This design comes from an exercise in tuning for small area, a short achievable clock period and few clock cycles per item on the open sky130 flow, not from production work. The RTL was checked by simulation tests, not by an equivalence proof against the original design. Power figures rest on the tool's default switching activity, not on a simulated workload.

--- flow/config.mk ---
export PLATFORM = sky130hd
export DESIGN_NAME = calc_top
export DESIGN_NICKNAME = calc_top
export VERILOG_FILES = /design/flow/design.v
export SDC_FILE = /design/flow/constraint.sdc
export NUM_CORES = 4
export LEC_CHECK = 0
export CAP_MARGIN = 20
export CORE_MARGIN = 2
export CORE_UTILIZATION = 40
export SETUP_SLACK_MARGIN = 2.3
export SLEW_MARGIN = 20
export SYNTH_HIERARCHICAL = 1
export SYNTH_MINIMUM_KEEP_SIZE = 0
--- flow/constraint.sdc ---
create_clock -name core_clock -period 5.0 [get_ports {c_clk}]
set_input_delay 1.0000 -clock core_clock [delete_from_list [all_inputs] [get_ports {c_clk}]]
set_output_delay 1.0000 -clock core_clock [all_outputs]
set_load 0.01 [all_outputs]
--- flow/design.v ---
`timescale 1ns/10ps
module unit_dispatch (
	input  wire                    s_a,
	input  wire                    s_ar,
	input  wire                    s_b,
	input  wire                    s_c,
	input  wire                    s_cn,
	input  wire [32-1:0] a,
	input  wire [32-1:0] ar,
	input  wire [32-1:0] nb,
	input  wire [32-1:0] c,
	output reg  [32-1:0] y
);
	integer k;
	always @(*)
		for (k = 0; k < 32; k = k + 1)
			y[k] = (s_a & a[k]) | (s_ar & ar[32-1-k]) | (s_b & ~nb[k])
				| (s_c & c[k]) | (s_cn & ~c[k]);
endmodule
`timescale 1ns/10ps
module add_sub_unit (
	input  wire [32-1:0] a,
	input  wire [32-1:0] b,
	input  wire                    ci,
	output wire [32-1:0] s,
	output wire                    co
);
	wire g0_0;
	wire t0_0;
	wire p_0;
	calc_nmaj3 u1 (.a(a[0]), .b(b[0]), .c(ci), .y(g0_0));
	calc_nor2 u2 (.a(a[0]), .b(b[0]), .y(t0_0));
	calc_xor2 u3 (.a(a[0]), .b(b[0]), .y(p_0));
	wire g0_1;
	wire t0_1;
	wire p_1;
	calc_nand2 u4 (.a(a[1]), .b(b[1]), .y(g0_1));
	calc_nor2 u5 (.a(a[1]), .b(b[1]), .y(t0_1));
	calc_xor2 u6 (.a(a[1]), .b(b[1]), .y(p_1));
	wire g0_2;
	wire t0_2;
	wire p_2;
	calc_nand2 u7 (.a(a[2]), .b(b[2]), .y(g0_2));
	calc_nor2 u8 (.a(a[2]), .b(b[2]), .y(t0_2));
	calc_xor2 u9 (.a(a[2]), .b(b[2]), .y(p_2));
	wire g0_3;
	wire t0_3;
	wire p_3;
	calc_nand2 u10 (.a(a[3]), .b(b[3]), .y(g0_3));
	calc_nor2 u11 (.a(a[3]), .b(b[3]), .y(t0_3));
	calc_xor2 u12 (.a(a[3]), .b(b[3]), .y(p_3));
	wire g0_4;
	wire t0_4;
	wire p_4;
	calc_nand2 u13 (.a(a[4]), .b(b[4]), .y(g0_4));
	calc_nor2 u14 (.a(a[4]), .b(b[4]), .y(t0_4));
	calc_xor2 u15 (.a(a[4]), .b(b[4]), .y(p_4));
	wire g0_5;
	wire t0_5;
	wire p_5;
	calc_nand2 u16 (.a(a[5]), .b(b[5]), .y(g0_5));
	calc_nor2 u17 (.a(a[5]), .b(b[5]), .y(t0_5));
	calc_xor2 u18 (.a(a[5]), .b(b[5]), .y(p_5));
	wire g0_6;
	wire t0_6;
	wire p_6;
	calc_nand2 u19 (.a(a[6]), .b(b[6]), .y(g0_6));
	calc_nor2 u20 (.a(a[6]), .b(b[6]), .y(t0_6));
	calc_xor2 u21 (.a(a[6]), .b(b[6]), .y(p_6));
	wire g0_7;
	wire t0_7;
	wire p_7;
	calc_nand2 u22 (.a(a[7]), .b(b[7]), .y(g0_7));
	calc_nor2 u23 (.a(a[7]), .b(b[7]), .y(t0_7));
	calc_xor2 u24 (.a(a[7]), .b(b[7]), .y(p_7));
	wire g0_8;
	wire t0_8;
	wire p_8;
	calc_nand2 u25 (.a(a[8]), .b(b[8]), .y(g0_8));
	calc_nor2 u26 (.a(a[8]), .b(b[8]), .y(t0_8));
	calc_xor2 u27 (.a(a[8]), .b(b[8]), .y(p_8));
	wire g0_9;
	wire t0_9;
	wire p_9;
	calc_nand2 u28 (.a(a[9]), .b(b[9]), .y(g0_9));
	calc_nor2 u29 (.a(a[9]), .b(b[9]), .y(t0_9));
	calc_xor2 u30 (.a(a[9]), .b(b[9]), .y(p_9));
	wire g0_10;
	wire t0_10;
	wire p_10;
	calc_nand2 u31 (.a(a[10]), .b(b[10]), .y(g0_10));
	calc_nor2 u32 (.a(a[10]), .b(b[10]), .y(t0_10));
	calc_xor2 u33 (.a(a[10]), .b(b[10]), .y(p_10));
	wire g0_11;
	wire t0_11;
	wire p_11;
	calc_nand2 u34 (.a(a[11]), .b(b[11]), .y(g0_11));
	calc_nor2 u35 (.a(a[11]), .b(b[11]), .y(t0_11));
	calc_xor2 u36 (.a(a[11]), .b(b[11]), .y(p_11));
	wire g0_12;
	wire t0_12;
	wire p_12;
	calc_nand2 u37 (.a(a[12]), .b(b[12]), .y(g0_12));
	calc_nor2 u38 (.a(a[12]), .b(b[12]), .y(t0_12));
	calc_xor2 u39 (.a(a[12]), .b(b[12]), .y(p_12));
	wire g0_13;
	wire t0_13;
	wire p_13;
	calc_nand2 u40 (.a(a[13]), .b(b[13]), .y(g0_13));
	calc_nor2 u41 (.a(a[13]), .b(b[13]), .y(t0_13));
	calc_xor2 u42 (.a(a[13]), .b(b[13]), .y(p_13));
	wire g0_14;
	wire t0_14;
	wire p_14;
	calc_nand2 u43 (.a(a[14]), .b(b[14]), .y(g0_14));
	calc_nor2 u44 (.a(a[14]), .b(b[14]), .y(t0_14));
	calc_xor2 u45 (.a(a[14]), .b(b[14]), .y(p_14));
	wire g0_15;
	wire t0_15;
	wire p_15;
	calc_nand2 u46 (.a(a[15]), .b(b[15]), .y(g0_15));
	calc_nor2 u47 (.a(a[15]), .b(b[15]), .y(t0_15));
	calc_xor2 u48 (.a(a[15]), .b(b[15]), .y(p_15));
	wire g0_16;
	wire t0_16;
	wire p_16;
	calc_nand2 u49 (.a(a[16]), .b(b[16]), .y(g0_16));
	calc_nor2 u50 (.a(a[16]), .b(b[16]), .y(t0_16));
	calc_xor2 u51 (.a(a[16]), .b(b[16]), .y(p_16));
	wire g0_17;
	wire t0_17;
	wire p_17;
	calc_nand2 u52 (.a(a[17]), .b(b[17]), .y(g0_17));
	calc_nor2 u53 (.a(a[17]), .b(b[17]), .y(t0_17));
	calc_xor2 u54 (.a(a[17]), .b(b[17]), .y(p_17));
	wire g0_18;
	wire t0_18;
	wire p_18;
	calc_nand2 u55 (.a(a[18]), .b(b[18]), .y(g0_18));
	calc_nor2 u56 (.a(a[18]), .b(b[18]), .y(t0_18));
	calc_xor2 u57 (.a(a[18]), .b(b[18]), .y(p_18));
	wire g0_19;
	wire t0_19;
	wire p_19;
	calc_nand2 u58 (.a(a[19]), .b(b[19]), .y(g0_19));
	calc_nor2 u59 (.a(a[19]), .b(b[19]), .y(t0_19));
	calc_xor2 u60 (.a(a[19]), .b(b[19]), .y(p_19));
	wire g0_20;
	wire t0_20;
	wire p_20;
	calc_nand2 u61 (.a(a[20]), .b(b[20]), .y(g0_20));
	calc_nor2 u62 (.a(a[20]), .b(b[20]), .y(t0_20));
	calc_xor2 u63 (.a(a[20]), .b(b[20]), .y(p_20));
	wire g0_21;
	wire t0_21;
	wire p_21;
	calc_nand2 u64 (.a(a[21]), .b(b[21]), .y(g0_21));
	calc_nor2 u65 (.a(a[21]), .b(b[21]), .y(t0_21));
	calc_xor2 u66 (.a(a[21]), .b(b[21]), .y(p_21));
	wire g0_22;
	wire t0_22;
	wire p_22;
	calc_nand2 u67 (.a(a[22]), .b(b[22]), .y(g0_22));
	calc_nor2 u68 (.a(a[22]), .b(b[22]), .y(t0_22));
	calc_xor2 u69 (.a(a[22]), .b(b[22]), .y(p_22));
	wire g0_23;
	wire t0_23;
	wire p_23;
	calc_nand2 u70 (.a(a[23]), .b(b[23]), .y(g0_23));
	calc_nor2 u71 (.a(a[23]), .b(b[23]), .y(t0_23));
	calc_xor2 u72 (.a(a[23]), .b(b[23]), .y(p_23));
	wire g0_24;
	wire t0_24;
	wire p_24;
	calc_nand2 u73 (.a(a[24]), .b(b[24]), .y(g0_24));
	calc_nor2 u74 (.a(a[24]), .b(b[24]), .y(t0_24));
	calc_xor2 u75 (.a(a[24]), .b(b[24]), .y(p_24));
	wire g0_25;
	wire t0_25;
	wire p_25;
	calc_nand2 u76 (.a(a[25]), .b(b[25]), .y(g0_25));
	calc_nor2 u77 (.a(a[25]), .b(b[25]), .y(t0_25));
	calc_xor2 u78 (.a(a[25]), .b(b[25]), .y(p_25));
	wire g0_26;
	wire t0_26;
	wire p_26;
	calc_nand2 u79 (.a(a[26]), .b(b[26]), .y(g0_26));
	calc_nor2 u80 (.a(a[26]), .b(b[26]), .y(t0_26));
	calc_xor2 u81 (.a(a[26]), .b(b[26]), .y(p_26));
	wire g0_27;
	wire t0_27;
	wire p_27;
	calc_nand2 u82 (.a(a[27]), .b(b[27]), .y(g0_27));
	calc_nor2 u83 (.a(a[27]), .b(b[27]), .y(t0_27));
	calc_xor2 u84 (.a(a[27]), .b(b[27]), .y(p_27));
	wire g0_28;
	wire t0_28;
	wire p_28;
	calc_nand2 u85 (.a(a[28]), .b(b[28]), .y(g0_28));
	calc_nor2 u86 (.a(a[28]), .b(b[28]), .y(t0_28));
	calc_xor2 u87 (.a(a[28]), .b(b[28]), .y(p_28));
	wire g0_29;
	wire t0_29;
	wire p_29;
	calc_nand2 u88 (.a(a[29]), .b(b[29]), .y(g0_29));
	calc_nor2 u89 (.a(a[29]), .b(b[29]), .y(t0_29));
	calc_xor2 u90 (.a(a[29]), .b(b[29]), .y(p_29));
	wire g0_30;
	wire t0_30;
	wire p_30;
	calc_nand2 u91 (.a(a[30]), .b(b[30]), .y(g0_30));
	calc_nor2 u92 (.a(a[30]), .b(b[30]), .y(t0_30));
	calc_xor2 u93 (.a(a[30]), .b(b[30]), .y(p_30));
	wire g0_31;
	wire t0_31;
	wire p_31;
	calc_nand2 u94 (.a(a[31]), .b(b[31]), .y(g0_31));
	calc_nor2 u95 (.a(a[31]), .b(b[31]), .y(t0_31));
	calc_xor2 u96 (.a(a[31]), .b(b[31]), .y(p_31));
	wire g1_1;
	calc_oai21 u97 (.a1(t0_1), .a2(g0_0), .b(g0_1), .y(g1_1));
	wire g1_3;
	calc_oai21 u98 (.a1(t0_3), .a2(g0_2), .b(g0_3), .y(g1_3));
	wire t1_3;
	calc_nor2 u99 (.a(t0_3), .b(t0_2), .y(t1_3));
	wire g1_5;
	calc_oai21 u100 (.a1(t0_5), .a2(g0_4), .b(g0_5), .y(g1_5));
	wire t1_5;
	calc_nor2 u101 (.a(t0_5), .b(t0_4), .y(t1_5));
	wire g1_7;
	calc_oai21 u102 (.a1(t0_7), .a2(g0_6), .b(g0_7), .y(g1_7));
	wire t1_7;
	calc_nor2 u103 (.a(t0_7), .b(t0_6), .y(t1_7));
	wire g1_9;
	calc_oai21 u104 (.a1(t0_9), .a2(g0_8), .b(g0_9), .y(g1_9));
	wire t1_9;
	calc_nor2 u105 (.a(t0_9), .b(t0_8), .y(t1_9));
	wire g1_11;
	calc_oai21 u106 (.a1(t0_11), .a2(g0_10), .b(g0_11), .y(g1_11));
	wire t1_11;
	calc_nor2 u107 (.a(t0_11), .b(t0_10), .y(t1_11));
	wire g1_13;
	calc_oai21 u108 (.a1(t0_13), .a2(g0_12), .b(g0_13), .y(g1_13));
	wire t1_13;
	calc_nor2 u109 (.a(t0_13), .b(t0_12), .y(t1_13));
	wire g1_15;
	calc_oai21 u110 (.a1(t0_15), .a2(g0_14), .b(g0_15), .y(g1_15));
	wire t1_15;
	calc_nor2 u111 (.a(t0_15), .b(t0_14), .y(t1_15));
	wire g1_17;
	calc_oai21 u112 (.a1(t0_17), .a2(g0_16), .b(g0_17), .y(g1_17));
	wire t1_17;
	calc_nor2 u113 (.a(t0_17), .b(t0_16), .y(t1_17));
	wire g1_19;
	calc_oai21 u114 (.a1(t0_19), .a2(g0_18), .b(g0_19), .y(g1_19));
	wire t1_19;
	calc_nor2 u115 (.a(t0_19), .b(t0_18), .y(t1_19));
	wire g1_21;
	calc_oai21 u116 (.a1(t0_21), .a2(g0_20), .b(g0_21), .y(g1_21));
	wire t1_21;
	calc_nor2 u117 (.a(t0_21), .b(t0_20), .y(t1_21));
	wire g1_23;
	calc_oai21 u118 (.a1(t0_23), .a2(g0_22), .b(g0_23), .y(g1_23));
	wire t1_23;
	calc_nor2 u119 (.a(t0_23), .b(t0_22), .y(t1_23));
	wire g1_25;
	calc_oai21 u120 (.a1(t0_25), .a2(g0_24), .b(g0_25), .y(g1_25));
	wire t1_25;
	calc_nor2 u121 (.a(t0_25), .b(t0_24), .y(t1_25));
	wire g1_27;
	calc_oai21 u122 (.a1(t0_27), .a2(g0_26), .b(g0_27), .y(g1_27));
	wire t1_27;
	calc_nor2 u123 (.a(t0_27), .b(t0_26), .y(t1_27));
	wire g1_29;
	calc_oai21 u124 (.a1(t0_29), .a2(g0_28), .b(g0_29), .y(g1_29));
	wire t1_29;
	calc_nor2 u125 (.a(t0_29), .b(t0_28), .y(t1_29));
	wire g1_31;
	calc_oai21 u126 (.a1(t0_31), .a2(g0_30), .b(g0_31), .y(g1_31));
	wire t1_31;
	calc_nor2 u127 (.a(t0_31), .b(t0_30), .y(t1_31));
	wire g2_3;
	calc_aoi21 u128 (.a1(t1_3), .a2(g1_1), .b(g1_3), .y(g2_3));
	wire g2_5;
	calc_aoi21 u129 (.a1(t1_5), .a2(g1_3), .b(g1_5), .y(g2_5));
	wire t2_5;
	calc_nand2 u130 (.a(t1_5), .b(t1_3), .y(t2_5));
	wire g2_7;
	calc_aoi21 u131 (.a1(t1_7), .a2(g1_5), .b(g1_7), .y(g2_7));
	wire t2_7;
	calc_nand2 u132 (.a(t1_7), .b(t1_5), .y(t2_7));
	wire g2_9;
	calc_aoi21 u133 (.a1(t1_9), .a2(g1_7), .b(g1_9), .y(g2_9));
	wire t2_9;
	calc_nand2 u134 (.a(t1_9), .b(t1_7), .y(t2_9));
	wire g2_11;
	calc_aoi21 u135 (.a1(t1_11), .a2(g1_9), .b(g1_11), .y(g2_11));
	wire t2_11;
	calc_nand2 u136 (.a(t1_11), .b(t1_9), .y(t2_11));
	wire g2_13;
	calc_aoi21 u137 (.a1(t1_13), .a2(g1_11), .b(g1_13), .y(g2_13));
	wire t2_13;
	calc_nand2 u138 (.a(t1_13), .b(t1_11), .y(t2_13));
	wire g2_15;
	calc_aoi21 u139 (.a1(t1_15), .a2(g1_13), .b(g1_15), .y(g2_15));
	wire t2_15;
	calc_nand2 u140 (.a(t1_15), .b(t1_13), .y(t2_15));
	wire g2_17;
	calc_aoi21 u141 (.a1(t1_17), .a2(g1_15), .b(g1_17), .y(g2_17));
	wire t2_17;
	calc_nand2 u142 (.a(t1_17), .b(t1_15), .y(t2_17));
	wire g2_19;
	calc_aoi21 u143 (.a1(t1_19), .a2(g1_17), .b(g1_19), .y(g2_19));
	wire t2_19;
	calc_nand2 u144 (.a(t1_19), .b(t1_17), .y(t2_19));
	wire g2_21;
	calc_aoi21 u145 (.a1(t1_21), .a2(g1_19), .b(g1_21), .y(g2_21));
	wire t2_21;
	calc_nand2 u146 (.a(t1_21), .b(t1_19), .y(t2_21));
	wire g2_23;
	calc_aoi21 u147 (.a1(t1_23), .a2(g1_21), .b(g1_23), .y(g2_23));
	wire t2_23;
	calc_nand2 u148 (.a(t1_23), .b(t1_21), .y(t2_23));
	wire g2_25;
	calc_aoi21 u149 (.a1(t1_25), .a2(g1_23), .b(g1_25), .y(g2_25));
	wire t2_25;
	calc_nand2 u150 (.a(t1_25), .b(t1_23), .y(t2_25));
	wire g2_27;
	calc_aoi21 u151 (.a1(t1_27), .a2(g1_25), .b(g1_27), .y(g2_27));
	wire t2_27;
	calc_nand2 u152 (.a(t1_27), .b(t1_25), .y(t2_27));
	wire g2_29;
	calc_aoi21 u153 (.a1(t1_29), .a2(g1_27), .b(g1_29), .y(g2_29));
	wire t2_29;
	calc_nand2 u154 (.a(t1_29), .b(t1_27), .y(t2_29));
	wire g2_31;
	calc_aoi21 u155 (.a1(t1_31), .a2(g1_29), .b(g1_31), .y(g2_31));
	wire t2_31;
	calc_nand2 u156 (.a(t1_31), .b(t1_29), .y(t2_31));
	wire g1_i156;
	calc_inv u157 (.a(g1_1), .y(g1_i156));
	wire g3_5;
	calc_oai21 u158 (.a1(t2_5), .a2(g1_i156), .b(g2_5), .y(g3_5));
	wire g3_7;
	calc_oai21 u159 (.a1(t2_7), .a2(g2_3), .b(g2_7), .y(g3_7));
	wire g3_9;
	calc_oai21 u160 (.a1(t2_9), .a2(g2_5), .b(g2_9), .y(g3_9));
	wire t3_9;
	calc_nor2 u161 (.a(t2_9), .b(t2_5), .y(t3_9));
	wire g3_11;
	calc_oai21 u162 (.a1(t2_11), .a2(g2_7), .b(g2_11), .y(g3_11));
	wire t3_11;
	calc_nor2 u163 (.a(t2_11), .b(t2_7), .y(t3_11));
	wire g3_13;
	calc_oai21 u164 (.a1(t2_13), .a2(g2_9), .b(g2_13), .y(g3_13));
	wire t3_13;
	calc_nor2 u165 (.a(t2_13), .b(t2_9), .y(t3_13));
	wire g3_15;
	calc_oai21 u166 (.a1(t2_15), .a2(g2_11), .b(g2_15), .y(g3_15));
	wire t3_15;
	calc_nor2 u167 (.a(t2_15), .b(t2_11), .y(t3_15));
	wire g3_17;
	calc_oai21 u168 (.a1(t2_17), .a2(g2_13), .b(g2_17), .y(g3_17));
	wire t3_17;
	calc_nor2 u169 (.a(t2_17), .b(t2_13), .y(t3_17));
	wire g3_19;
	calc_oai21 u170 (.a1(t2_19), .a2(g2_15), .b(g2_19), .y(g3_19));
	wire t3_19;
	calc_nor2 u171 (.a(t2_19), .b(t2_15), .y(t3_19));
	wire g3_21;
	calc_oai21 u172 (.a1(t2_21), .a2(g2_17), .b(g2_21), .y(g3_21));
	wire t3_21;
	calc_nor2 u173 (.a(t2_21), .b(t2_17), .y(t3_21));
	wire g3_23;
	calc_oai21 u174 (.a1(t2_23), .a2(g2_19), .b(g2_23), .y(g3_23));
	wire t3_23;
	calc_nor2 u175 (.a(t2_23), .b(t2_19), .y(t3_23));
	wire g3_25;
	calc_oai21 u176 (.a1(t2_25), .a2(g2_21), .b(g2_25), .y(g3_25));
	wire t3_25;
	calc_nor2 u177 (.a(t2_25), .b(t2_21), .y(t3_25));
	wire g3_27;
	calc_oai21 u178 (.a1(t2_27), .a2(g2_23), .b(g2_27), .y(g3_27));
	wire t3_27;
	calc_nor2 u179 (.a(t2_27), .b(t2_23), .y(t3_27));
	wire g3_29;
	calc_oai21 u180 (.a1(t2_29), .a2(g2_25), .b(g2_29), .y(g3_29));
	wire t3_29;
	calc_nor2 u181 (.a(t2_29), .b(t2_25), .y(t3_29));
	wire g3_31;
	calc_oai21 u182 (.a1(t2_31), .a2(g2_27), .b(g2_31), .y(g3_31));
	wire t3_31;
	calc_nor2 u183 (.a(t2_31), .b(t2_27), .y(t3_31));
	wire g4_9;
	calc_aoi21 u184 (.a1(t3_9), .a2(g1_1), .b(g3_9), .y(g4_9));
	wire g3_i184;
	calc_inv u185 (.a(g2_3), .y(g3_i184));
	wire g4_11;
	calc_aoi21 u186 (.a1(t3_11), .a2(g3_i184), .b(g3_11), .y(g4_11));
	wire g4_13;
	calc_aoi21 u187 (.a1(t3_13), .a2(g3_5), .b(g3_13), .y(g4_13));
	wire g4_15;
	calc_aoi21 u188 (.a1(t3_15), .a2(g3_7), .b(g3_15), .y(g4_15));
	wire g4_17;
	calc_aoi21 u189 (.a1(t3_17), .a2(g3_9), .b(g3_17), .y(g4_17));
	wire t4_17;
	calc_nand2 u190 (.a(t3_17), .b(t3_9), .y(t4_17));
	wire g4_19;
	calc_aoi21 u191 (.a1(t3_19), .a2(g3_11), .b(g3_19), .y(g4_19));
	wire t4_19;
	calc_nand2 u192 (.a(t3_19), .b(t3_11), .y(t4_19));
	wire g4_21;
	calc_aoi21 u193 (.a1(t3_21), .a2(g3_13), .b(g3_21), .y(g4_21));
	wire t4_21;
	calc_nand2 u194 (.a(t3_21), .b(t3_13), .y(t4_21));
	wire g4_23;
	calc_aoi21 u195 (.a1(t3_23), .a2(g3_15), .b(g3_23), .y(g4_23));
	wire t4_23;
	calc_nand2 u196 (.a(t3_23), .b(t3_15), .y(t4_23));
	wire g4_25;
	calc_aoi21 u197 (.a1(t3_25), .a2(g3_17), .b(g3_25), .y(g4_25));
	wire t4_25;
	calc_nand2 u198 (.a(t3_25), .b(t3_17), .y(t4_25));
	wire g4_27;
	calc_aoi21 u199 (.a1(t3_27), .a2(g3_19), .b(g3_27), .y(g4_27));
	wire t4_27;
	calc_nand2 u200 (.a(t3_27), .b(t3_19), .y(t4_27));
	wire g4_29;
	calc_aoi21 u201 (.a1(t3_29), .a2(g3_21), .b(g3_29), .y(g4_29));
	wire t4_29;
	calc_nand2 u202 (.a(t3_29), .b(t3_21), .y(t4_29));
	wire g4_31;
	calc_aoi21 u203 (.a1(t3_31), .a2(g3_23), .b(g3_31), .y(g4_31));
	wire t4_31;
	calc_nand2 u204 (.a(t3_31), .b(t3_23), .y(t4_31));
	wire g5_17;
	calc_oai21 u205 (.a1(t4_17), .a2(g1_i156), .b(g4_17), .y(g5_17));
	wire g5_19;
	calc_oai21 u206 (.a1(t4_19), .a2(g2_3), .b(g4_19), .y(g5_19));
	wire g5_i206;
	calc_inv u207 (.a(g3_5), .y(g5_i206));
	wire g5_21;
	calc_oai21 u208 (.a1(t4_21), .a2(g5_i206), .b(g4_21), .y(g5_21));
	wire g7_i208;
	calc_inv u209 (.a(g3_7), .y(g7_i208));
	wire g5_23;
	calc_oai21 u210 (.a1(t4_23), .a2(g7_i208), .b(g4_23), .y(g5_23));
	wire g5_25;
	calc_oai21 u211 (.a1(t4_25), .a2(g4_9), .b(g4_25), .y(g5_25));
	wire g5_27;
	calc_oai21 u212 (.a1(t4_27), .a2(g4_11), .b(g4_27), .y(g5_27));
	wire g5_29;
	calc_oai21 u213 (.a1(t4_29), .a2(g4_13), .b(g4_29), .y(g5_29));
	wire g5_31;
	calc_oai21 u214 (.a1(t4_31), .a2(g4_15), .b(g4_31), .y(g5_31));
	wire g6_2;
	calc_oai21 u215 (.a1(t0_2), .a2(g1_i156), .b(g0_2), .y(g6_2));
	wire g6_4;
	calc_oai21 u216 (.a1(t0_4), .a2(g2_3), .b(g0_4), .y(g6_4));
	wire g6_6;
	calc_oai21 u217 (.a1(t0_6), .a2(g5_i206), .b(g0_6), .y(g6_6));
	wire g6_8;
	calc_oai21 u218 (.a1(t0_8), .a2(g7_i208), .b(g0_8), .y(g6_8));
	wire g6_10;
	calc_oai21 u219 (.a1(t0_10), .a2(g4_9), .b(g0_10), .y(g6_10));
	wire g6_12;
	calc_oai21 u220 (.a1(t0_12), .a2(g4_11), .b(g0_12), .y(g6_12));
	wire g6_14;
	calc_oai21 u221 (.a1(t0_14), .a2(g4_13), .b(g0_14), .y(g6_14));
	wire g6_16;
	calc_oai21 u222 (.a1(t0_16), .a2(g4_15), .b(g0_16), .y(g6_16));
	wire g17_i222;
	calc_inv u223 (.a(g5_17), .y(g17_i222));
	wire g6_18;
	calc_oai21 u224 (.a1(t0_18), .a2(g17_i222), .b(g0_18), .y(g6_18));
	wire g19_i224;
	calc_inv u225 (.a(g5_19), .y(g19_i224));
	wire g6_20;
	calc_oai21 u226 (.a1(t0_20), .a2(g19_i224), .b(g0_20), .y(g6_20));
	wire g21_i226;
	calc_inv u227 (.a(g5_21), .y(g21_i226));
	wire g6_22;
	calc_oai21 u228 (.a1(t0_22), .a2(g21_i226), .b(g0_22), .y(g6_22));
	wire g23_i228;
	calc_inv u229 (.a(g5_23), .y(g23_i228));
	wire g6_24;
	calc_oai21 u230 (.a1(t0_24), .a2(g23_i228), .b(g0_24), .y(g6_24));
	wire g25_i230;
	calc_inv u231 (.a(g5_25), .y(g25_i230));
	wire g6_26;
	calc_oai21 u232 (.a1(t0_26), .a2(g25_i230), .b(g0_26), .y(g6_26));
	wire g27_i232;
	calc_inv u233 (.a(g5_27), .y(g27_i232));
	wire g6_28;
	calc_oai21 u234 (.a1(t0_28), .a2(g27_i232), .b(g0_28), .y(g6_28));
	wire g29_i234;
	calc_inv u235 (.a(g5_29), .y(g29_i234));
	wire g6_30;
	calc_oai21 u236 (.a1(t0_30), .a2(g29_i234), .b(g0_30), .y(g6_30));
	calc_xor2 u_s0 (.a(p_0), .b(ci), .y(s[0]));
	calc_xnor2 u237 (.a(p_1), .b(g0_0), .y(s[1]));
	calc_xor2 u238 (.a(p_2), .b(g1_1), .y(s[2]));
	calc_xor2 u239 (.a(p_3), .b(g6_2), .y(s[3]));
	calc_xnor2 u240 (.a(p_4), .b(g2_3), .y(s[4]));
	calc_xor2 u241 (.a(p_5), .b(g6_4), .y(s[5]));
	calc_xor2 u242 (.a(p_6), .b(g3_5), .y(s[6]));
	calc_xor2 u243 (.a(p_7), .b(g6_6), .y(s[7]));
	calc_xor2 u244 (.a(p_8), .b(g3_7), .y(s[8]));
	calc_xor2 u245 (.a(p_9), .b(g6_8), .y(s[9]));
	calc_xnor2 u246 (.a(p_10), .b(g4_9), .y(s[10]));
	calc_xor2 u247 (.a(p_11), .b(g6_10), .y(s[11]));
	calc_xnor2 u248 (.a(p_12), .b(g4_11), .y(s[12]));
	calc_xor2 u249 (.a(p_13), .b(g6_12), .y(s[13]));
	calc_xnor2 u250 (.a(p_14), .b(g4_13), .y(s[14]));
	calc_xor2 u251 (.a(p_15), .b(g6_14), .y(s[15]));
	calc_xnor2 u252 (.a(p_16), .b(g4_15), .y(s[16]));
	calc_xor2 u253 (.a(p_17), .b(g6_16), .y(s[17]));
	calc_xor2 u254 (.a(p_18), .b(g5_17), .y(s[18]));
	calc_xor2 u255 (.a(p_19), .b(g6_18), .y(s[19]));
	calc_xor2 u256 (.a(p_20), .b(g5_19), .y(s[20]));
	calc_xor2 u257 (.a(p_21), .b(g6_20), .y(s[21]));
	calc_xor2 u258 (.a(p_22), .b(g5_21), .y(s[22]));
	calc_xor2 u259 (.a(p_23), .b(g6_22), .y(s[23]));
	calc_xor2 u260 (.a(p_24), .b(g5_23), .y(s[24]));
	calc_xor2 u261 (.a(p_25), .b(g6_24), .y(s[25]));
	calc_xor2 u262 (.a(p_26), .b(g5_25), .y(s[26]));
	calc_xor2 u263 (.a(p_27), .b(g6_26), .y(s[27]));
	calc_xor2 u264 (.a(p_28), .b(g5_27), .y(s[28]));
	calc_xor2 u265 (.a(p_29), .b(g6_28), .y(s[29]));
	calc_xor2 u266 (.a(p_30), .b(g5_29), .y(s[30]));
	calc_xor2 u267 (.a(p_31), .b(g6_30), .y(s[31]));
	assign co = g5_31;
endmodule
module calc_inv (input wire a, output wire y);
	assign y = ~a;
endmodule
module calc_nand2 (input wire a, input wire b, output wire y);
	assign y = ~(a & b);
endmodule
module calc_nmaj3 (input wire a, input wire b, input wire c, output wire y);
	assign y = ~((a & b) | (a & c) | (b & c));
endmodule
module calc_nor2 (input wire a, input wire b, output wire y);
	assign y = ~(a | b);
endmodule
module calc_xor2 (input wire a, input wire b, output wire y);
	assign y = a ^ b;
endmodule
module calc_xnor2 (input wire a, input wire b, output wire y);
	assign y = ~(a ^ b);
endmodule
module calc_aoi21 (input wire a1, input wire a2, input wire b, output wire y);
	assign y = ~((a1 & a2) | b);
endmodule
module calc_oai21 (input wire a1, input wire a2, input wire b, output wire y);
	assign y = ~((a1 | a2) & b);
endmodule
`timescale 1ns/10ps
module shift_unit (
	input  wire [32-1:0]  a,
	input  wire [5-1:0] n,
	output wire [32-1:0]  ny
);
	wire [31:0] x0;    
	wire [31:0] x1;    
	wire [31:0] x2;    
	wire [31:0] x3;    
	wire [31:0] x4;    
	wire [31:0] x5;    
	assign x0 = a;
	calc_orn   u_m0_0 (.s(n[0]), .a(x0[0]), .y(x1[0]));
	calc_mux2i u_m0_1 (.a(x0[1]), .b(x0[0]), .s(n[0]), .y(x1[1]));
	calc_mux2i u_m0_2 (.a(x0[2]), .b(x0[1]), .s(n[0]), .y(x1[2]));
	calc_mux2i u_m0_3 (.a(x0[3]), .b(x0[2]), .s(n[0]), .y(x1[3]));
	calc_mux2i u_m0_4 (.a(x0[4]), .b(x0[3]), .s(n[0]), .y(x1[4]));
	calc_mux2i u_m0_5 (.a(x0[5]), .b(x0[4]), .s(n[0]), .y(x1[5]));
	calc_mux2i u_m0_6 (.a(x0[6]), .b(x0[5]), .s(n[0]), .y(x1[6]));
	calc_mux2i u_m0_7 (.a(x0[7]), .b(x0[6]), .s(n[0]), .y(x1[7]));
	calc_mux2i u_m0_8 (.a(x0[8]), .b(x0[7]), .s(n[0]), .y(x1[8]));
	calc_mux2i u_m0_9 (.a(x0[9]), .b(x0[8]), .s(n[0]), .y(x1[9]));
	calc_mux2i u_m0_10 (.a(x0[10]), .b(x0[9]), .s(n[0]), .y(x1[10]));
	calc_mux2i u_m0_11 (.a(x0[11]), .b(x0[10]), .s(n[0]), .y(x1[11]));
	calc_mux2i u_m0_12 (.a(x0[12]), .b(x0[11]), .s(n[0]), .y(x1[12]));
	calc_mux2i u_m0_13 (.a(x0[13]), .b(x0[12]), .s(n[0]), .y(x1[13]));
	calc_mux2i u_m0_14 (.a(x0[14]), .b(x0[13]), .s(n[0]), .y(x1[14]));
	calc_mux2i u_m0_15 (.a(x0[15]), .b(x0[14]), .s(n[0]), .y(x1[15]));
	calc_mux2i u_m0_16 (.a(x0[16]), .b(x0[15]), .s(n[0]), .y(x1[16]));
	calc_mux2i u_m0_17 (.a(x0[17]), .b(x0[16]), .s(n[0]), .y(x1[17]));
	calc_mux2i u_m0_18 (.a(x0[18]), .b(x0[17]), .s(n[0]), .y(x1[18]));
	calc_mux2i u_m0_19 (.a(x0[19]), .b(x0[18]), .s(n[0]), .y(x1[19]));
	calc_mux2i u_m0_20 (.a(x0[20]), .b(x0[19]), .s(n[0]), .y(x1[20]));
	calc_mux2i u_m0_21 (.a(x0[21]), .b(x0[20]), .s(n[0]), .y(x1[21]));
	calc_mux2i u_m0_22 (.a(x0[22]), .b(x0[21]), .s(n[0]), .y(x1[22]));
	calc_mux2i u_m0_23 (.a(x0[23]), .b(x0[22]), .s(n[0]), .y(x1[23]));
	calc_mux2i u_m0_24 (.a(x0[24]), .b(x0[23]), .s(n[0]), .y(x1[24]));
	calc_mux2i u_m0_25 (.a(x0[25]), .b(x0[24]), .s(n[0]), .y(x1[25]));
	calc_mux2i u_m0_26 (.a(x0[26]), .b(x0[25]), .s(n[0]), .y(x1[26]));
	calc_mux2i u_m0_27 (.a(x0[27]), .b(x0[26]), .s(n[0]), .y(x1[27]));
	calc_mux2i u_m0_28 (.a(x0[28]), .b(x0[27]), .s(n[0]), .y(x1[28]));
	calc_mux2i u_m0_29 (.a(x0[29]), .b(x0[28]), .s(n[0]), .y(x1[29]));
	calc_mux2i u_m0_30 (.a(x0[30]), .b(x0[29]), .s(n[0]), .y(x1[30]));
	calc_mux2i u_m0_31 (.a(x0[31]), .b(x0[30]), .s(n[0]), .y(x1[31]));
	calc_nor2  u_m1_0 (.a(n[1]), .b(x1[0]), .y(x2[0]));
	calc_nor2  u_m1_1 (.a(n[1]), .b(x1[1]), .y(x2[1]));
	calc_mux2i u_m1_2 (.a(x1[2]), .b(x1[0]), .s(n[1]), .y(x2[2]));
	calc_mux2i u_m1_3 (.a(x1[3]), .b(x1[1]), .s(n[1]), .y(x2[3]));
	calc_mux2i u_m1_4 (.a(x1[4]), .b(x1[2]), .s(n[1]), .y(x2[4]));
	calc_mux2i u_m1_5 (.a(x1[5]), .b(x1[3]), .s(n[1]), .y(x2[5]));
	calc_mux2i u_m1_6 (.a(x1[6]), .b(x1[4]), .s(n[1]), .y(x2[6]));
	calc_mux2i u_m1_7 (.a(x1[7]), .b(x1[5]), .s(n[1]), .y(x2[7]));
	calc_mux2i u_m1_8 (.a(x1[8]), .b(x1[6]), .s(n[1]), .y(x2[8]));
	calc_mux2i u_m1_9 (.a(x1[9]), .b(x1[7]), .s(n[1]), .y(x2[9]));
	calc_mux2i u_m1_10 (.a(x1[10]), .b(x1[8]), .s(n[1]), .y(x2[10]));
	calc_mux2i u_m1_11 (.a(x1[11]), .b(x1[9]), .s(n[1]), .y(x2[11]));
	calc_mux2i u_m1_12 (.a(x1[12]), .b(x1[10]), .s(n[1]), .y(x2[12]));
	calc_mux2i u_m1_13 (.a(x1[13]), .b(x1[11]), .s(n[1]), .y(x2[13]));
	calc_mux2i u_m1_14 (.a(x1[14]), .b(x1[12]), .s(n[1]), .y(x2[14]));
	calc_mux2i u_m1_15 (.a(x1[15]), .b(x1[13]), .s(n[1]), .y(x2[15]));
	calc_mux2i u_m1_16 (.a(x1[16]), .b(x1[14]), .s(n[1]), .y(x2[16]));
	calc_mux2i u_m1_17 (.a(x1[17]), .b(x1[15]), .s(n[1]), .y(x2[17]));
	calc_mux2i u_m1_18 (.a(x1[18]), .b(x1[16]), .s(n[1]), .y(x2[18]));
	calc_mux2i u_m1_19 (.a(x1[19]), .b(x1[17]), .s(n[1]), .y(x2[19]));
	calc_mux2i u_m1_20 (.a(x1[20]), .b(x1[18]), .s(n[1]), .y(x2[20]));
	calc_mux2i u_m1_21 (.a(x1[21]), .b(x1[19]), .s(n[1]), .y(x2[21]));
	calc_mux2i u_m1_22 (.a(x1[22]), .b(x1[20]), .s(n[1]), .y(x2[22]));
	calc_mux2i u_m1_23 (.a(x1[23]), .b(x1[21]), .s(n[1]), .y(x2[23]));
	calc_mux2i u_m1_24 (.a(x1[24]), .b(x1[22]), .s(n[1]), .y(x2[24]));
	calc_mux2i u_m1_25 (.a(x1[25]), .b(x1[23]), .s(n[1]), .y(x2[25]));
	calc_mux2i u_m1_26 (.a(x1[26]), .b(x1[24]), .s(n[1]), .y(x2[26]));
	calc_mux2i u_m1_27 (.a(x1[27]), .b(x1[25]), .s(n[1]), .y(x2[27]));
	calc_mux2i u_m1_28 (.a(x1[28]), .b(x1[26]), .s(n[1]), .y(x2[28]));
	calc_mux2i u_m1_29 (.a(x1[29]), .b(x1[27]), .s(n[1]), .y(x2[29]));
	calc_mux2i u_m1_30 (.a(x1[30]), .b(x1[28]), .s(n[1]), .y(x2[30]));
	calc_mux2i u_m1_31 (.a(x1[31]), .b(x1[29]), .s(n[1]), .y(x2[31]));
	calc_orn   u_m2_0 (.s(n[2]), .a(x2[0]), .y(x3[0]));
	calc_orn   u_m2_1 (.s(n[2]), .a(x2[1]), .y(x3[1]));
	calc_orn   u_m2_2 (.s(n[2]), .a(x2[2]), .y(x3[2]));
	calc_orn   u_m2_3 (.s(n[2]), .a(x2[3]), .y(x3[3]));
	calc_mux2i u_m2_4 (.a(x2[4]), .b(x2[0]), .s(n[2]), .y(x3[4]));
	calc_mux2i u_m2_5 (.a(x2[5]), .b(x2[1]), .s(n[2]), .y(x3[5]));
	calc_mux2i u_m2_6 (.a(x2[6]), .b(x2[2]), .s(n[2]), .y(x3[6]));
	calc_mux2i u_m2_7 (.a(x2[7]), .b(x2[3]), .s(n[2]), .y(x3[7]));
	calc_mux2i u_m2_8 (.a(x2[8]), .b(x2[4]), .s(n[2]), .y(x3[8]));
	calc_mux2i u_m2_9 (.a(x2[9]), .b(x2[5]), .s(n[2]), .y(x3[9]));
	calc_mux2i u_m2_10 (.a(x2[10]), .b(x2[6]), .s(n[2]), .y(x3[10]));
	calc_mux2i u_m2_11 (.a(x2[11]), .b(x2[7]), .s(n[2]), .y(x3[11]));
	calc_mux2i u_m2_12 (.a(x2[12]), .b(x2[8]), .s(n[2]), .y(x3[12]));
	calc_mux2i u_m2_13 (.a(x2[13]), .b(x2[9]), .s(n[2]), .y(x3[13]));
	calc_mux2i u_m2_14 (.a(x2[14]), .b(x2[10]), .s(n[2]), .y(x3[14]));
	calc_mux2i u_m2_15 (.a(x2[15]), .b(x2[11]), .s(n[2]), .y(x3[15]));
	calc_mux2i u_m2_16 (.a(x2[16]), .b(x2[12]), .s(n[2]), .y(x3[16]));
	calc_mux2i u_m2_17 (.a(x2[17]), .b(x2[13]), .s(n[2]), .y(x3[17]));
	calc_mux2i u_m2_18 (.a(x2[18]), .b(x2[14]), .s(n[2]), .y(x3[18]));
	calc_mux2i u_m2_19 (.a(x2[19]), .b(x2[15]), .s(n[2]), .y(x3[19]));
	calc_mux2i u_m2_20 (.a(x2[20]), .b(x2[16]), .s(n[2]), .y(x3[20]));
	calc_mux2i u_m2_21 (.a(x2[21]), .b(x2[17]), .s(n[2]), .y(x3[21]));
	calc_mux2i u_m2_22 (.a(x2[22]), .b(x2[18]), .s(n[2]), .y(x3[22]));
	calc_mux2i u_m2_23 (.a(x2[23]), .b(x2[19]), .s(n[2]), .y(x3[23]));
	calc_mux2i u_m2_24 (.a(x2[24]), .b(x2[20]), .s(n[2]), .y(x3[24]));
	calc_mux2i u_m2_25 (.a(x2[25]), .b(x2[21]), .s(n[2]), .y(x3[25]));
	calc_mux2i u_m2_26 (.a(x2[26]), .b(x2[22]), .s(n[2]), .y(x3[26]));
	calc_mux2i u_m2_27 (.a(x2[27]), .b(x2[23]), .s(n[2]), .y(x3[27]));
	calc_mux2i u_m2_28 (.a(x2[28]), .b(x2[24]), .s(n[2]), .y(x3[28]));
	calc_mux2i u_m2_29 (.a(x2[29]), .b(x2[25]), .s(n[2]), .y(x3[29]));
	calc_mux2i u_m2_30 (.a(x2[30]), .b(x2[26]), .s(n[2]), .y(x3[30]));
	calc_mux2i u_m2_31 (.a(x2[31]), .b(x2[27]), .s(n[2]), .y(x3[31]));
	calc_nor2  u_m3_0 (.a(n[3]), .b(x3[0]), .y(x4[0]));
	calc_nor2  u_m3_1 (.a(n[3]), .b(x3[1]), .y(x4[1]));
	calc_nor2  u_m3_2 (.a(n[3]), .b(x3[2]), .y(x4[2]));
	calc_nor2  u_m3_3 (.a(n[3]), .b(x3[3]), .y(x4[3]));
	calc_nor2  u_m3_4 (.a(n[3]), .b(x3[4]), .y(x4[4]));
	calc_nor2  u_m3_5 (.a(n[3]), .b(x3[5]), .y(x4[5]));
	calc_nor2  u_m3_6 (.a(n[3]), .b(x3[6]), .y(x4[6]));
	calc_nor2  u_m3_7 (.a(n[3]), .b(x3[7]), .y(x4[7]));
	calc_mux2i u_m3_8 (.a(x3[8]), .b(x3[0]), .s(n[3]), .y(x4[8]));
	calc_mux2i u_m3_9 (.a(x3[9]), .b(x3[1]), .s(n[3]), .y(x4[9]));
	calc_mux2i u_m3_10 (.a(x3[10]), .b(x3[2]), .s(n[3]), .y(x4[10]));
	calc_mux2i u_m3_11 (.a(x3[11]), .b(x3[3]), .s(n[3]), .y(x4[11]));
	calc_mux2i u_m3_12 (.a(x3[12]), .b(x3[4]), .s(n[3]), .y(x4[12]));
	calc_mux2i u_m3_13 (.a(x3[13]), .b(x3[5]), .s(n[3]), .y(x4[13]));
	calc_mux2i u_m3_14 (.a(x3[14]), .b(x3[6]), .s(n[3]), .y(x4[14]));
	calc_mux2i u_m3_15 (.a(x3[15]), .b(x3[7]), .s(n[3]), .y(x4[15]));
	calc_mux2i u_m3_16 (.a(x3[16]), .b(x3[8]), .s(n[3]), .y(x4[16]));
	calc_mux2i u_m3_17 (.a(x3[17]), .b(x3[9]), .s(n[3]), .y(x4[17]));
	calc_mux2i u_m3_18 (.a(x3[18]), .b(x3[10]), .s(n[3]), .y(x4[18]));
	calc_mux2i u_m3_19 (.a(x3[19]), .b(x3[11]), .s(n[3]), .y(x4[19]));
	calc_mux2i u_m3_20 (.a(x3[20]), .b(x3[12]), .s(n[3]), .y(x4[20]));
	calc_mux2i u_m3_21 (.a(x3[21]), .b(x3[13]), .s(n[3]), .y(x4[21]));
	calc_mux2i u_m3_22 (.a(x3[22]), .b(x3[14]), .s(n[3]), .y(x4[22]));
	calc_mux2i u_m3_23 (.a(x3[23]), .b(x3[15]), .s(n[3]), .y(x4[23]));
	calc_mux2i u_m3_24 (.a(x3[24]), .b(x3[16]), .s(n[3]), .y(x4[24]));
	calc_mux2i u_m3_25 (.a(x3[25]), .b(x3[17]), .s(n[3]), .y(x4[25]));
	calc_mux2i u_m3_26 (.a(x3[26]), .b(x3[18]), .s(n[3]), .y(x4[26]));
	calc_mux2i u_m3_27 (.a(x3[27]), .b(x3[19]), .s(n[3]), .y(x4[27]));
	calc_mux2i u_m3_28 (.a(x3[28]), .b(x3[20]), .s(n[3]), .y(x4[28]));
	calc_mux2i u_m3_29 (.a(x3[29]), .b(x3[21]), .s(n[3]), .y(x4[29]));
	calc_mux2i u_m3_30 (.a(x3[30]), .b(x3[22]), .s(n[3]), .y(x4[30]));
	calc_mux2i u_m3_31 (.a(x3[31]), .b(x3[23]), .s(n[3]), .y(x4[31]));
	calc_orn   u_m4_0 (.s(n[4]), .a(x4[0]), .y(x5[0]));
	calc_orn   u_m4_1 (.s(n[4]), .a(x4[1]), .y(x5[1]));
	calc_orn   u_m4_2 (.s(n[4]), .a(x4[2]), .y(x5[2]));
	calc_orn   u_m4_3 (.s(n[4]), .a(x4[3]), .y(x5[3]));
	calc_orn   u_m4_4 (.s(n[4]), .a(x4[4]), .y(x5[4]));
	calc_orn   u_m4_5 (.s(n[4]), .a(x4[5]), .y(x5[5]));
	calc_orn   u_m4_6 (.s(n[4]), .a(x4[6]), .y(x5[6]));
	calc_orn   u_m4_7 (.s(n[4]), .a(x4[7]), .y(x5[7]));
	calc_orn   u_m4_8 (.s(n[4]), .a(x4[8]), .y(x5[8]));
	calc_orn   u_m4_9 (.s(n[4]), .a(x4[9]), .y(x5[9]));
	calc_orn   u_m4_10 (.s(n[4]), .a(x4[10]), .y(x5[10]));
	calc_orn   u_m4_11 (.s(n[4]), .a(x4[11]), .y(x5[11]));
	calc_orn   u_m4_12 (.s(n[4]), .a(x4[12]), .y(x5[12]));
	calc_orn   u_m4_13 (.s(n[4]), .a(x4[13]), .y(x5[13]));
	calc_orn   u_m4_14 (.s(n[4]), .a(x4[14]), .y(x5[14]));
	calc_orn   u_m4_15 (.s(n[4]), .a(x4[15]), .y(x5[15]));
	calc_mux2i u_m4_16 (.a(x4[16]), .b(x4[0]), .s(n[4]), .y(x5[16]));
	calc_mux2i u_m4_17 (.a(x4[17]), .b(x4[1]), .s(n[4]), .y(x5[17]));
	calc_mux2i u_m4_18 (.a(x4[18]), .b(x4[2]), .s(n[4]), .y(x5[18]));
	calc_mux2i u_m4_19 (.a(x4[19]), .b(x4[3]), .s(n[4]), .y(x5[19]));
	calc_mux2i u_m4_20 (.a(x4[20]), .b(x4[4]), .s(n[4]), .y(x5[20]));
	calc_mux2i u_m4_21 (.a(x4[21]), .b(x4[5]), .s(n[4]), .y(x5[21]));
	calc_mux2i u_m4_22 (.a(x4[22]), .b(x4[6]), .s(n[4]), .y(x5[22]));
	calc_mux2i u_m4_23 (.a(x4[23]), .b(x4[7]), .s(n[4]), .y(x5[23]));
	calc_mux2i u_m4_24 (.a(x4[24]), .b(x4[8]), .s(n[4]), .y(x5[24]));
	calc_mux2i u_m4_25 (.a(x4[25]), .b(x4[9]), .s(n[4]), .y(x5[25]));
	calc_mux2i u_m4_26 (.a(x4[26]), .b(x4[10]), .s(n[4]), .y(x5[26]));
	calc_mux2i u_m4_27 (.a(x4[27]), .b(x4[11]), .s(n[4]), .y(x5[27]));
	calc_mux2i u_m4_28 (.a(x4[28]), .b(x4[12]), .s(n[4]), .y(x5[28]));
	calc_mux2i u_m4_29 (.a(x4[29]), .b(x4[13]), .s(n[4]), .y(x5[29]));
	calc_mux2i u_m4_30 (.a(x4[30]), .b(x4[14]), .s(n[4]), .y(x5[30]));
	calc_mux2i u_m4_31 (.a(x4[31]), .b(x4[15]), .s(n[4]), .y(x5[31]));
	assign ny = x5;
endmodule
module calc_mux2i (input wire a, input wire b, input wire s, output wire y);
	assign y = ~(s ? b : a);
endmodule
module calc_orn (input wire s, input wire a, output wire y);
	assign y = s | ~a;
endmodule
`timescale 1ns/10ps
module calc_top (
	input  wire                                c_clk,
	input  wire                                rst_n,
	input  wire [4*4-1:0]  in_cmd,
	input  wire [4*32-1:0] in_data,
	output wire [4*2-1:0] out_resp,
	output wire [4*32-1:0] out_data
);
	localparam integer W = 32;
	function automatic [W-1:0] bitrev(input [W-1:0] x);
		integer k;
		for (k = 0; k < W; k = k + 1) bitrev[k] = x[W-1-k];
	endfunction
	genvar i;
	generate
		for (i = 0; i < 4; i = i + 1) begin : g_port
			wire [4-1:0] cmd = in_cmd[i*4 +: 4];
			wire [W-1:0]           din = in_data[i*W +: W];
			reg              op2;      
			reg              k_sub;    
			reg              k_add;    
			reg              k_sh;     
			reg              k_shr;    
			reg  [2-1:0] resp;    
			reg              sel_n;    
			reg              sel_r;    
			reg  [W-1:0]     r;        
			wire [W-1:0]  sum;
			wire          err;
			add_sub_unit u_add (.a(r), .b(din), .ci(1'b0), .s(sum), .co(err));
			wire [W-1:0]  nshl;    
			shift_unit u_shift (.a(r), .n(din[5-1:0]), .ny(nshl));
			wire          start = !op2 && (cmd != 4'd0);
			wire          cap_r = (cmd == 4'd6);
			wire [W-1:0]  r_nxt;
			unit_dispatch u_mux (.s_a(!op2 && !cap_r), .s_ar(!op2 && cap_r), .s_b(op2 && k_sh),
				.s_c(op2 && !k_sh && !k_sub), .s_cn(op2 && k_sub),
				.a(din ^ {W{cmd == 4'd2}}), .ar(din), .nb(nshl), .c(sum), .y(r_nxt));
			always @(posedge c_clk or negedge rst_n) begin
				if (!rst_n) begin
					op2   <= 1'b0;
					resp  <= 2'd0;
					sel_n <= 1'b0;
					sel_r <= 1'b0;
				end else begin
					op2   <= start;
					sel_n <= op2 && ((k_add && !err) || (k_sh && !k_shr));
					sel_r <= op2 && k_shr;
					if (!op2)
						resp <= 2'd0;
					else if (k_add)
						resp <= err ? 2'd2 : 2'd1;
					else if (k_sh)
						resp <= 2'd1;
					else
						resp <= 2'd3;
				end
			end
			always @(posedge c_clk) begin
				k_sub <= (cmd == 4'd2);
				k_add <= (cmd == 4'd1) || (cmd == 4'd2);
				k_sh  <= (cmd == 4'd5) || (cmd == 4'd6);
				k_shr <= (cmd == 4'd6);
				r     <= r_nxt;
			end
			assign out_resp[i*2 +: 2] = resp;
			assign out_data[i*W +: W] = ({W{sel_n}} & r) | ({W{sel_r}} & bitrev(r));
		end
	endgenerate
endmodule
--- flow/flow/run.sh ---
#!/bin/bash
# The standard layout, except that the input and output ports get a plain
# buf_2 as their buffer instead of the flow's default delay buffer.
set -euo pipefail
export BUFFER_PORTS_ARGS="-buffer_cell sky130_fd_sc_hd__buf_2"
bash standard.sh > standard.log 2>&1
--- flow/standard.sh ---
#!/bin/bash
# synth_recipe.tcl (not shown) runs the flow's synth.tcl, then flattens the netlist and writes it again
# the make line also repeats each setting of config.mk as NAME=value (left out here)
make -C /OpenROAD-flow-scripts/flow DESIGN_CONFIG=/design/flow/config.mk WORK_HOME=/design/flow/orfs CLKGATE_MAP_FILE= SYNTH_SCRIPT=/design/flow/synth_recipe.tcl "${@:-finish}"
==> run_results.csv, run 1 <==
group,metric,value,unit
logic_synthesis,yosys_warnings,8,
logic_synthesis,synthesis.area,22400,um^2
logic_synthesis,synth_enable_flop_cells,0,
final_layout,number_of_fill_cells_in_the_layout,5586,
floorplan,fp.dieH,241,um
floorplan,floorplan.rows,86,
power_and_ir_drop,cellLeakagePower,12.0,nW
floorplan,design.portCount,282,
worst_setup_path,crit_type,"in2reg",
floorplan,core-area,55300,um^2
timing,setup_ws,2.31,ns
final_layout,area_delta_synth_final,15.7,%
final_layout,most_common_cell_after_layout_fill_and_taps_aside,"sky130_fd_sc_hd__mux2i_1",
final_layout,post_layout_nonfiller_instances,3869,
hold_path,whs_path_depth,1,
final_layout,mostFrequentLayoutCells,"sky130_fd_sc_hd__mux2i_1 (643), sky130_fd_sc_hd__nand2_1 (460), sky130_fd_sc_hd__xor2_1 (341), sky130_fd_sc_hd__buf_2 (279), sky130_fd_sc_hd__nor2_1 (211)",
logic_synthesis,synthesis.instances,2823,
logic_synthesis,postSynthAreaPerCell,7.95,um^2
cts,clock_tree.buffer_depth,2,
logic_synthesis,asyncSetResetFlopFracSynth,12.2,%
logic_synthesis,synth_largest_type_area_fraction,28.7,%
timing,period_share,53.9,%
route,via_per_inst,5.85,
route,num_vias,22635,
placed_design,dpl.cell_count,3800,
logic_synthesis,yosysTopAreaCell,"sky130_fd_sc_hd__mux2i_1",
route,dr.pass1.iters,5,
cts,later_pin_clock_latency_in_the_skew_report,0.50,ns
cts,holdBufCountCts,0,
timing,timing_worst_slew_pin_value,1.03,ns
logic_synthesis,top_area_cells_in_the_synthesized_netlist,"sky130_fd_sc_hd__mux2i_1 (29%), sky130_fd_sc_hd__xor2_1 (13%), sky130_fd_sc_hd__dfxtp_1 (13%), sky130_fd_sc_hd__nand2_1 (7.7%), sky130_fd_sc_hd__a22o_1 (5.0%)",
global_route,grt_max_degree,37,
global_route,grt_first_pass_wirelength,126,mm
cts,cts-root-buf,"sky130_fd_sc_hd__clkbuf_16",
worst_setup_path,worst-endpoint-required,5.35,ns
timing,hold_ws,0.462,ns
logic_synthesis,synth_seq_area_share,15.1,%
route,drt-initial-drc-count,1814,
cts,tritoncts,"done",
power_and_ir_drop,cellPowerDensity,561,nW/um^2
floorplan,design.die.area,58000,um^2
timing,period_minus_slack,2.69,ns
cts,cts-buffers-inserted,17,
floorplan,die_width,241,um
placed_design,buffer_ports.inserted,281,
global_route,grt_antenna_before_repair,9,
route,drc,0,
timing,maxSlewHeadroom,31.0,%
timing,slew_viol_final,0,
global_route,grt_remaining_overflow,0,
logic_synthesis,synth_cell_type_count,34,
status,outcome,"complete, no violations",
hold_path,hp-class,"reg2reg",
route,routed_wire_length_per_instance,21.7,um
final_layout,drive_above_1_share,22.2,%
timing,fmax,0.371,GHz
floorplan,initial_core_util,40.6,%
cts,cts_num_sinks,164,
placed_design,place_congestion,0.979,
route,finalWirelength,83.8,mm
cts,cts-htree-levels,4,
placed_design,placement.setup.worst_slack,1.46,ns
worst_setup_path,worstSetupEndpointType,"flop",
worst_setup_path,worstPathMaxFanout,5,
worst_setup_path,timing.critical_path.arrival,3.04,ns
route,ant_nets,0,
timing,final_hold_viol_count,0,
worst_setup_path,worst_setup_path_start_kind,"input port",
placed_design,detailed_place_hpwl,62.3,mm
global_route,overall_global_routing_usage,28.0,%
worst_setup_path,rr_worst_depth,11,
logic_synthesis,ys.flop_type,"sky130_fd_sc_hd__dfxtp_1",
power_and_ir_drop,ir_drop_worst_vdd,0.000269,V
global_route,grt_pass1_vias,21036,
timing,setup_viol,0,
timing,final.setup_skew,0.0127,ns
final_layout,final_nets,3248,
cts,clk_transition_reported_paths,0.07,ns
run,max_cap_viol_count,0,
timing,rsz0062_at_grt,"true",
timing,setup_tns,0,ns
logic_synthesis,ys_ff_latch,164,
cells by family after synthesis:
family	share of synthesized area, %
and+or+nand+nor	16.6
DFF	15.1
other	0.0167
buffers and inverters	4.28
AOI/OAI and AO/OA	19.5
xor gates and xnor gates	15.8
muxes	28.7
worst paths after layout:
path | to | from | slack, ns
worst max-delay path | g_port[2].r[31] | in_data[78] | 2.31
worst min-delay path | g_port[2].sel_r | g_port[2].k_shr | 0.46
worst max register to register | g_port[3].r[25] | g_port[3].r[3] | 2.41
worst min register to register | g_port[2].sel_r | g_port[2].k_shr | 0.46
max in group asynchronous | g_port[3].sel_n | rst_n | 4.12
min in group asynchronous | g_port[2].sel_r | rst_n | 0.48
flip-flops by register name, summed over array words and instances (netlist names):
| name | cells |
|---|---|
| g_port.k_sh | 4 |
| g_port.k_sub | 4 |
| g_port.op2 | 4 |
| g_port.k_add | 4 |
| g_port.sel_n | 4 |
| g_port.r | 128 |
| g_port.sel_r | 4 |
| g_port.resp | 8 |
| g_port.k_shr | 4 |
metrics by stage:
| stage | area [um^2] | util, % | power, mW |
|---|---|---|---|
| 6_report | 26000 | 47.0 | 14.6 |
| 5_1_grt | 26000 | 46.9 | 15.5 |
| 4_1_cts | 25300 | 45.7 | 14.0 |
| 3_5_place_dp | 24500 | 44.3 | 12.4 |
| 3_3_place_gp | 24500 | 44.3 | 12.3 |
| 2_1_floorplan | 22600 | - | 9.65 |
per-module statistics from Yosys (local to each module, per instance), excerpt:
module | copies in the design | cell area, um^2 | cells | flip-flops and latches
calc_nmaj3 | 4 | 12.5 | 2 | 0
calc_aoi21 | 108 | 8.76 | 1 | 0
calc_inv | 44 | 3.75 | 1 | 0
calc_xnor2 | 24 | 8.76 | 1 | 0
calc_orn | 84 | 6.26 | 1 | 0
calc_oai21 | 212 | 5.00 | 1 | 0
calc_nand2 | 212 | 3.75 | 1 | 0
worst max-delay path, stage by stage:
cell                        delay [ns]
sky130_fd_sc_hd__buf_2            0.16
sky130_fd_sc_hd__nor2_1           0.09
sky130_fd_sc_hd__nor2_2           0.26
sky130_fd_sc_hd__nand2_1          0.17
sky130_fd_sc_hd__nor2_1           0.28
sky130_fd_sc_hd__nand2_1          0.11
sky130_fd_sc_hd__o21ai_2          0.21
sky130_fd_sc_hd__inv_1            0.06
sky130_fd_sc_hd__o21ai_1          0.17
sky130_fd_sc_hd__xor2_1           0.20
sky130_fd_sc_hd__mux2i_1          0.21
sky130_fd_sc_hd__o2111ai_1        0.13
timing repair:
item                                    in CTS  in global routing
buffers inserted                             3                 25
gates cloned                                 2                  1
pin swaps                                    2                 22
endpoints found under the setup margin     155                105
gates resized for setup                     36                138
per-layer routing:
layer  wire length, um  vias to the layer above  GRT usage (%)  part of all wire, %
li1                  -                    10672              -                    -
met1             38000                    10958           39.2                   45
met2             38300                      862           44.1                   46
met3              5400                      135           4.24                  6.4
met4              2020                        8           8.77                  2.4
met5                50                        -              0                0.060
power by group:
part | total [mW] | internal, mW | switching [mW]
sequential | 3.45 | 1.90 | 1.55
combinational | 9.74 | 4.03 | 5.71
clock | 1.37 | 0.689 | 0.681
synthesized netlist by cell type (4+ instances only):
master / count
sky130_fd_sc_hd__o21ai_0: 4
sky130_fd_sc_hd__inv_1: 48
sky130_fd_sc_hd__nor3b_1: 8
sky130_fd_sc_hd__buf_2: 36
sky130_fd_sc_hd__nor2b_1: 5
sky130_fd_sc_hd__dfrtp_1: 20
sky130_fd_sc_hd__a21boi_0: 7
sky130_fd_sc_hd__buf_4: 13
sky130_fd_sc_hd__buf_6: 15
sky130_fd_sc_hd__xnor2_1: 28
sky130_fd_sc_hd__and4bb_2: 4
sky130_fd_sc_hd__a21oi_2: 108
sky130_fd_sc_hd__dfxtp_1: 144
sky130_fd_sc_hd__buf_12: 12
sky130_fd_sc_hd__and2_1: 13
sky130_fd_sc_hd__nor4b_2: 4
sky130_fd_sc_hd__clkbuf_1: 25
sky130_fd_sc_hd__xor2_2: 19
sky130_fd_sc_hd__a22o_1: 128
sky130_fd_sc_hd__mux2i_1: 644
sky130_fd_sc_hd__xor2_1: 341
sky130_fd_sc_hd__a22oi_1: 4
sky130_fd_sc_hd__nor3_1: 4
sky130_fd_sc_hd__nand2b_1: 95
sky130_fd_sc_hd__o211ai_1: 4
sky130_fd_sc_hd__a21o_1: 4
sky130_fd_sc_hd__o2111ai_1: 124
sky130_fd_sc_hd__nor4_1: 4
sky130_fd_sc_hd__o21ai_1: 212
sky130_fd_sc_hd__nor2_1: 281
sky130_fd_sc_hd__nand2_1: 460
layout make-up:
| class | instances | area (um^2) | share of cell area, % |
|---|---|---|---|
| Multi-Input combinational cell | 2521 | 18800 | 72.4 |
| Sequential cell | 164 | 3420 | 13.2 |
| Timing Repair Buffer | 350 | 2050 | 7.89 |
| Tap cell | 748 | 936 | 3.60 |
| Clock buffer | 18 | 429 | 1.65 |
| Inverter | 48 | 183 | 0.703 |
| Clock inverter | 14 | 130 | 0.501 |
| Antenna cell | 6 | 15.0 | 0.0578 |
Testbench counts, summed over its fixed seeds: cycles 3,208, items 6,400.
==> run 2, diff against run 1 <==
--- a/flow/config.mk
+++ b/flow/config.mk
@@ -8,6 +8,7 @@
 export CAP_MARGIN = 20
 export CORE_MARGIN = 2
 export CORE_UTILIZATION = 40
+export CTS_BUF_LIST = sky130_fd_sc_hd__clkbuf_8
 export SETUP_SLACK_MARGIN = 2.3
 export SLEW_MARGIN = 20
 export SYNTH_HIERARCHICAL = 1
==> run_results.csv, run 2 <==
group,metric,value,unit
status,outcome,"complete, no violations",
logic_synthesis,ys.flop_type,"sky130_fd_sc_hd__dfxtp_1",
floorplan,design.portCount,282,
timing,fmax,0.374,GHz
power_and_ir_drop,ir_drop_worst_vdd,0.000279,V
timing,slew_viol_final,0,
route,drt-initial-drc-count,1913,
route,num_vias,22520,
timing,rsz0062_at_grt,"true",
logic_synthesis,synth_enable_flop_cells,0,
route,finalWirelength,83.6,mm
power_and_ir_drop,total_power,14.0,mW
hold_path,hp-class,"in2async",
power_and_ir_drop,cellLeakagePower,11.8,nW
cts,cts-buffers-inserted,17,
timing,timing_worst_slew_pin_value,1.02,ns
worst_setup_path,crit_path_from,"g_port[0].sel_n",
cts,cts-root-buf,"sky130_fd_sc_hd__clkbuf_8",
placed_design,detailed_place_hpwl,62.3,mm
floorplan,floorplan.rows,86,
global_route,grt_remaining_overflow,0,
logic_synthesis,top_area_cells_in_the_synthesized_netlist,"sky130_fd_sc_hd__mux2i_1 (29%), sky130_fd_sc_hd__xor2_1 (13%), sky130_fd_sc_hd__dfxtp_1 (13%), sky130_fd_sc_hd__nand2_1 (7.7%), sky130_fd_sc_hd__a22o_1 (5.0%)",
final_layout,mostFrequentLayoutCells,"sky130_fd_sc_hd__mux2i_1 (644), sky130_fd_sc_hd__nand2_1 (460), sky130_fd_sc_hd__xor2_1 (341), sky130_fd_sc_hd__buf_2 (281), sky130_fd_sc_hd__nor2_1 (247)",
logic_synthesis,yosysTopAreaCell,"sky130_fd_sc_hd__mux2i_1",
final_layout,top_register,"g_port.r",
logic_synthesis,post-synth-top-count-cell,"sky130_fd_sc_hd__mux2i_1",
logic_synthesis,yosys_warnings,8,
timing,final_hold_viol_count,0,
logic_synthesis,synth_cell_type_count,34,
logic_synthesis,postSynthAreaPerCell,7.95,um^2
cts,cts-htree-levels,4,
logic_synthesis,ys_ff_latch,164,
route,via_per_inst,5.85,
cts,tritoncts,"done",
timing,setup_viol,0,
final_layout,most_common_cell_after_layout_fill_and_taps_aside,"sky130_fd_sc_hd__mux2i_1",
route,dr.pass1.iters,5,
cts,clk_transition_reported_paths,0.11,ns
floorplan,initial_core_util,40.6,%
worst_setup_path,worst-endpoint-required,4.00,ns
logic_synthesis,asyncSetResetFlopFracSynth,12.2,%
logic_synthesis,synth_commonest_cells,"sky130_fd_sc_hd__mux2i_1 (644), sky130_fd_sc_hd__nand2_1 (460), sky130_fd_sc_hd__xor2_1 (341)",
floorplan,core-area,55300,um^2
power_and_ir_drop,cellPowerDensity,549,nW/um^2
cts,later_pin_clock_latency_in_the_skew_report,0.61,ns
final_layout,number_of_fill_cells_in_the_layout,5631,
placed_design,buffer_ports.inserted,281,
floorplan,fp.dieH,241,um
route,ant_nets,0,
worst_setup_path,timing.critical_path.arrival,1.68,ns
final_layout,multi_input_comb_area,18500,um^2
worst_setup_path,worstPathMaxFanout,32,
route,routed_wire_length_per_instance,21.7,um
logic_synthesis,synth_seq_area_share,15.1,%
timing,setup_tns,0,ns
run,max_cap_viol_count,0,
timing,period_minus_slack,2.68,ns
placed_design,place_congestion,0.979,
worst_setup_path,worst_setup_path_start_kind,"flop",
logic_synthesis,synthesis.instances,2823,
final_layout,area_delta_synth_final,13.3,%
global_route,grt_first_pass_wirelength,126,mm
floorplan,die_width,241,um
timing,period_share,53.5,%
global_route,overall_global_routing_usage,27.8,%
final_layout,number_of_flip_flops_under_the_largest_register_name,128,
timing,maxSlewHeadroom,31.8,%
route,drc,0,
logic_synthesis,synthesis.area,22400,um^2
final_layout,drive_above_1_share,21.9,%
global_route,grt_pass1_vias,21025,
## run 2: per-module statistics from Yosys (local to each module, per instance), excerpt
| module | flops+latches | cells inside | copies in the design |
|---|---|---|---|
| calc_nor2 | 0 | 1 | 272 |
| calc_nmaj3 | 0 | 2 | 4 |
| calc_xor2 | 0 | 1 | 232 |
| unit_dispatch | 0 | 143 | 4 |
| calc_inv | 0 | 1 | 44 |
| calc_top | 164 | 539 | 1 |
| calc_aoi21 | 0 | 1 | 108 |
| calc_nand2 | 0 | 1 | 212 |
| calc_mux2i | 0 | 1 | 516 |
| calc_orn | 0 | 1 | 84 |
| calc_oai21 | 0 | 1 | 212 |
| calc_xnor2 | 0 | 1 | 24 |
## run 2: path summary, 6_finish.rpt
| kind | to | slack (ns) | cells after the start |
|---|---|---|---|
| setup / recovery | out_data[22] | 2.32 | 2 |
| hold / removal | g_port[1].resp[1] | 0.37 | 1 |
| setup reg to reg | g_port[2].r[31] | 2.40 | 11 |
| hold reg to reg | g_port[2].sel_r | 0.47 | 1 |
| max in group asynchronous | g_port[3].sel_n | 4.22 | 1 |
| min in group core_clock | g_port[2].sel_r | 0.47 | 1 |
## run 2: per-stage QoR
stage          cells  cell area, um^2  setup WS, ns  util [%]  hold WS [ns]
2_1_floorplan   2834            22600          2.33         -         0.429
3_3_place_gp    3800            24500          1.49      44.3         0.446
3_5_place_dp    3800            24500          1.46      44.3         0.447
4_1_cts         3832            25000          2.28      45.1         0.360
5_1_grt         3850            25400          2.25      46.0         0.398
6_report        3852            25400          2.32      46.0         0.369
## run 2: kinds of logic (layout without fill, tap and decap cells)
| logic type | after synthesis | after routing | share of synthesized area, % |
|---|---|---|---|
| buffers and inverters | 149 | 413 | 4.28 |
| AOI/OAI and AO/OA | 596 | 596 | 19.5 |
| xor gates and xnor gates | 388 | 388 | 15.8 |
| DFF | 164 | 164 | 15.1 |
| and+or+nand+nor | 881 | 881 | 16.6 |
| other | 1 | 18 | 0.0167 |
| muxes | 644 | 644 | 28.7 |
## run 2: layout make-up
cell class / instances / area share [%]
multi-input combinational: 2521 / 72.8
sequential: 164 / 13.8
timing repair buffer: 333 / 7.51
tap: 748 / 3.68
clock buffer: 17 / 0.920
inverter: 48 / 0.709
clock inverter: 15 / 0.526
antenna: 6 / 0.0590
## run 2: where the power goes
| group | internal [mW] | switching [mW] |
|---|---|---|
| clock network | 0.395 | 0.654 |
| logic | 3.85 | 5.54 |
| registers | 1.97 | 1.54 |
## run 2: what timing repair did
item / 4_1_cts / 5_1_grt
cloned: 0 / 2
gates resized for setup: 25 / 136
buffers inserted: 0 / 12
hold buffers: 0 / 0
pin swaps: 0 / 6
setup endpoints to repair: 138 / 95
## run 2: worst max-delay path: stages, from the launching register on
cell and delay, ns:
sky130_fd_sc_hd__dfrtp_4 0.63, sky130_fd_sc_hd__a22o_1 0.29, sky130_fd_sc_hd__buf_2 0.15
## run 2: routing by layer
layer	wire, um	GRT usage [%]	share of wire (%)	up-vias
met1	37900	38.7	45	10914
met5	36	0	0.043	-
met3	5740	4.51	6.9	111
met2	38100	43.9	46	889
met4	1840	8.75	2.2	6
li1	-	-	-	10600

Check on run 2: ideal ports give 2.323 ns setup slack; a clkbuf_16 on the clock port and buf_2 on the inputs give 2.271 ns; moving port delays by the midpoint clock arrival (0.647 ns) as well gives 1.725 ns.
